Source: an optimization exercise on an open RTL-to-GDS flow (aim: small area, a short achievable clock period and few clock cycles per item). Production flows keep margins and buffers that such runs may drop.
Only simulation tests tie the RTL to the original design; equivalence was not proved.
No activity file was given, so power comes from the tool's default toggle rates.

## main
==> flow/design.v <==
`timescale 1ns/1ps
module ooo_regfile (
  input  logic        clk,
  input  logic        i_clr,
  input  logic        i_we,
  input  logic [4:0]  i_waddr,
  input  logic [31:0] i_wdata,
  input  logic [31:1] i_rsel1,
  input  logic [31:1] i_rsel2,
  output logic [31:0] o_rdata1,
  output logic [31:0] o_rdata2
);
  logic [31:0] regs [32];
  logic [31:0] wdata;
  assign wdata = i_wdata & {32{~i_clr}};
  always_ff @(posedge clk) begin
    for (int i = 1; i < 32; i++) begin
      if (i_clr || (i_we && i_waddr == 5'(i))) regs[i] <= wdata;
    end
  end
  always_comb begin
    o_rdata1 = '0;
    o_rdata2 = '0;
    for (int i = 1; i < 32; i++) begin
      o_rdata1 = o_rdata1 | (regs[i] & {32{i_rsel1[i]}});
      o_rdata2 = o_rdata2 | (regs[i] & {32{i_rsel2[i]}});
    end
  end
endmodule
`timescale 1ns/1ps
module ooo_alu (
  input  logic        i_sub,
  input  logic [6:0]  i_sel,
  input  logic [31:0] i_a,
  input  logic [31:0] i_bx,
  input  logic [4:0]  i_shamt,    
  output logic [31:0] o_result
);
  logic [31:0] p, g;
  logic [31:0] gk [6];
  logic [31:0] pk [6];
  logic [31:0] carry;         
  logic [31:0] sum;
  logic        slt;
  assign p = i_a ^ i_bx;
  assign g = i_a & i_bx;
  always_comb begin
    gk[0] = g;
    pk[0] = p;
    gk[0][0] = g[0] | (p[0] & i_sub);
    for (int l = 0; l < 5; l++) begin
      for (int i = 0; i < 32; i++) begin
        if (i >= (1 << l)) begin
          gk[l+1][i] = gk[l][i] | (pk[l][i] & gk[l][i - (1 << l)]);
          pk[l+1][i] = pk[l][i] & pk[l][i - (1 << l)];
        end else begin
          gk[l+1][i] = gk[l][i];
          pk[l+1][i] = pk[l][i];
        end
      end
    end
    carry = {gk[5][30:0], i_sub};
  end
  assign sum = p ^ carry;
  assign slt = (i_a[31] == i_bx[31]) ? i_a[31] : sum[31];
  logic [31:0] sh_in, sh_out, sh_rev;
  always_comb begin
    for (int i = 0; i < 32; i++) sh_in[i] = i_sel[4] ? i_a[31-i] : i_a[i];
  end
  assign sh_out = sh_in >> i_shamt;
  always_comb begin
    for (int i = 0; i < 32; i++) sh_rev[i] = sh_out[31-i];
  end
  assign o_result = ({32{i_sel[0]}} & sum)
                  | ({32{i_sel[1]}} & g)
                  | ({32{i_sel[2]}} & (p | g))
                  | ({32{i_sel[3]}} & p)
                  | ({32{i_sel[4]}} & sh_rev)
                  | ({32{i_sel[5]}} & sh_out)
                  | {31'd0, i_sel[6] & slt};
endmodule
`timescale 1ns/1ps
module ooo_core (
  input  logic        clk,
  input  logic        rst,
  input  logic        i_valid,
  input  logic [4:0]  i_uop_rd,
  input  logic [4:0]  i_uop_rs1,
  input  logic [4:0]  i_uop_rs2,
  input  logic [2:0]  i_uop_op,
  input  logic        i_uop_use_imm,
  input  logic [31:0] i_uop_imm,
  output logic        o_ready,
  output logic        o_commit_valid,
  output logic [4:0]  o_commit_rd,
  output logic [31:0] o_commit_data
);
  assign o_ready = 1'b1;
  logic        i_v;           
  logic        i_w;           
  logic [4:0]  i_rd;
  logic [31:1] i_rsel1;       
  logic [31:1] i_rsel2;
  logic        i_fwd1;        
  logic        i_fwd2;
  logic [2:0]  i_op;
  logic        i_sub;         
  logic        i_imm_sel;
  logic [31:0] i_imm;
  logic        e_v;
  logic        e_w;
  logic [4:0]  e_rd;
  logic        e_sub;
  logic [6:0]  e_sel;
  logic [31:0] e_a;
  logic [31:0] e_bx;          
  logic [4:0]  e_shamt;       
  logic        c_v;
  logic [4:0]  c_rd;
  logic [31:0] c_data;
  always_ff @(posedge clk) begin
    i_rd      <= i_uop_rd;
    i_op      <= i_uop_op;
    i_sub     <= (i_uop_op == 3'd1) || (i_uop_op == 3'd7);
    i_imm_sel <= i_uop_use_imm;
    i_imm     <= i_uop_imm;
    for (int r = 1; r < 32; r++) begin
      i_rsel1[r] <= (i_uop_rs1 == 5'(r));
      i_rsel2[r] <= (i_uop_rs2 == 5'(r)) && !i_uop_use_imm;
    end
    i_fwd1    <= i_w && (i_uop_rs1 == i_rd);
    i_fwd2    <= i_w && (i_uop_rs2 == i_rd);
    if (rst) begin
      i_v <= 1'b0;
      i_w <= 1'b0;
    end else begin
      i_v <= i_valid;
      i_w <= i_valid && (i_uop_rd != 5'd0);
    end
  end
  logic        rst_q;
  always_ff @(posedge clk) rst_q <= rst;
  logic [31:0] rf_a, rf_b, alu_out;
  logic [31:0] fwd_a, fwd_b;
  ooo_regfile regfile_i (
    .clk      (clk),
    .i_clr    (rst_q),
    .i_we     (e_w),
    .i_waddr  (e_rd),
    .i_wdata  (alu_out),
    .i_rsel1  (i_rsel1),
    .i_rsel2  (i_rsel2),
    .o_rdata1 (rf_a),
    .o_rdata2 (rf_b)
  );
  always_comb begin
    if (i_fwd1)         fwd_a = alu_out;
    else                fwd_a = rf_a;
    if (i_imm_sel)      fwd_b = i_imm;
    else if (i_fwd2)    fwd_b = alu_out;
    else                fwd_b = rf_b;
  end
  always_ff @(posedge clk) begin
    e_rd    <= i_rd;
    e_sub   <= i_sub;
    e_sel   <= {i_op == 3'd7, i_op == 3'd6, i_op == 3'd5, i_op == 3'd4,
                i_op == 3'd3, i_op == 3'd2, i_op[2:1] == 2'd0} & {7{i_w}};
    e_a     <= fwd_a;
    e_bx    <= fwd_b ^ {32{i_sub}};
    e_shamt <= fwd_b[4:0];
    if (rst) begin
      e_v <= 1'b0;
      e_w <= 1'b0;
    end else begin
      e_v <= i_v;
      e_w <= i_w;
    end
  end
  ooo_alu alu_i (
    .i_sub    (e_sub),
    .i_sel    (e_sel),
    .i_a      (e_a),
    .i_bx     (e_bx),
    .i_shamt  (e_shamt),
    .o_result (alu_out)
  );
  always_ff @(posedge clk) begin
    c_rd   <= e_rd & {5{e_v}};
    c_data <= alu_out & {32{e_v}};
    if (rst) c_v <= 1'b0;
    else     c_v <= e_v;
  end
  assign o_commit_valid = c_v;
  assign o_commit_rd    = c_rd;
  assign o_commit_data  = c_data;
endmodule
clock: 12.0 ns
lec_check: 0
cap_margin: 20
core_margin: 2
core_utilization: 45
cts_cluster_diameter: 80
cts_cluster_size: 20
gpl_routability_driven: 1
gpl_timing_driven: 1
place_density: 0.6
slew_margin: 20
standard.sh (not shown) runs the stock make flow with config.mk's settings and CLKGATE_MAP_FILE= SYNTH_SCRIPT=/design/flow/synth_recipe.tcl, a recipe that flattens the netlist after the stock synthesis.
==> flow/flow/run.sh <==
#!/bin/bash
# The standard layout (standard.sh, standard synthesis unchanged) with two
# changes to how the layout is optimised; the constraints are not changed:
#  - the buffer put on every input and output port is buf_4 instead of the
#    delay cell that buffer_ports picks by default.
set -o pipefail
bash standard.sh SETUP_SLACK_MARGIN=8.5 \
  "BUFFER_PORTS_ARGS=-buffer_cell sky130_fd_sc_hd__buf_4" finish > standard.log 2>&1
Testbench counts of main, summed over its fixed seeds: cycles 6,424, items 6,400.
### main -> the feature branch
diff --git a/flow/design.v b/flow/design.v
--- a/flow/design.v
+++ b/flow/design.v
@@ -100,6 +100,6 @@
   logic        i_w;           
   logic [4:0]  i_rd;
-  logic [31:1] i_rsel1;       
-  logic [31:1] i_rsel2;
+  logic [4:0]  i_rs1;         
+  logic [4:0]  i_rs2;
   logic        i_fwd1;        
   logic        i_fwd2;
@@ -125,8 +125,6 @@
     i_imm_sel <= i_uop_use_imm;
     i_imm     <= i_uop_imm;
-    for (int r = 1; r < 32; r++) begin
-      i_rsel1[r] <= (i_uop_rs1 == 5'(r));
-      i_rsel2[r] <= (i_uop_rs2 == 5'(r)) && !i_uop_use_imm;
-    end
+    i_rs1     <= i_uop_rs1;
+    i_rs2     <= i_uop_use_imm ? 5'd0 : i_uop_rs2;
     i_fwd1    <= i_w && (i_uop_rs1 == i_rd);
     i_fwd2    <= i_w && (i_uop_rs2 == i_rd);
@@ -143,4 +141,11 @@
   logic [31:0] rf_a, rf_b, alu_out;
   logic [31:0] fwd_a, fwd_b;
+  logic [31:1] rsel1, rsel2;
+  always_comb begin
+    for (int r = 1; r < 32; r++) begin
+      rsel1[r] = (i_rs1 == 5'(r));
+      rsel2[r] = (i_rs2 == 5'(r));
+    end
+  end
   ooo_regfile regfile_i (
     .clk      (clk),
@@ -149,6 +154,6 @@
     .i_waddr  (e_rd),
     .i_wdata  (alu_out),
-    .i_rsel1  (i_rsel1),
-    .i_rsel2  (i_rsel2),
+    .i_rsel1  (rsel1),
+    .i_rsel2  (rsel2),
     .o_rdata1 (rf_a),
     .o_rdata2 (rf_b)
--- outcome ---
From main to the feature branch the numbers moved as follows: sum of routed wire segments on met1 went down about 4%, number of detailed-routing iterations run before antenna repair went up 1, number of global-route vias before repair went down 180, cell-internal power went down 0.27 mW. Utilization after layout is lower on main. Run comparison: the feature branch end of the critical path o_commit_data[21]; main end of the critical path o_commit_data[15]. The feature branch ends up with higher maximum frequency than main does. Comparing the feature branch and main, the lower flip-flop and latch count is on the feature branch.
Testbench counts of the feature branch, summed over its fixed seeds: cycles 6,424, items 6,400.

## what the ideal ports hide
Ports are ideal in the flow. The routed layouts listed here were re-timed in OpenROAD.
Step 1 sets driving cells, clkbuf_16 on the clock port and buf_2 on the other inputs (assumed; they add their load-dependent delay and slew).
Step 2 also shifts input and output timing later by t, the mid clock arrival at the registers, as if the neighbouring blocks saw the same clock.
Slacks: ideal ports / drivers / drivers and shift; pairs: ideal ports / drivers.
run | shift t [ns] | setup slack, ns | worst data-port slew with drivers (ns) | pins driven straight from the clock port
main | 0.788 | 8.356 / 8.268 / 8.455 | 0.07 | 1
the feature branch | 0.768 | 8.399 / 8.319 / 8.440 | 0.09 | 1
After both steps setup and hold are still met in every run listed.
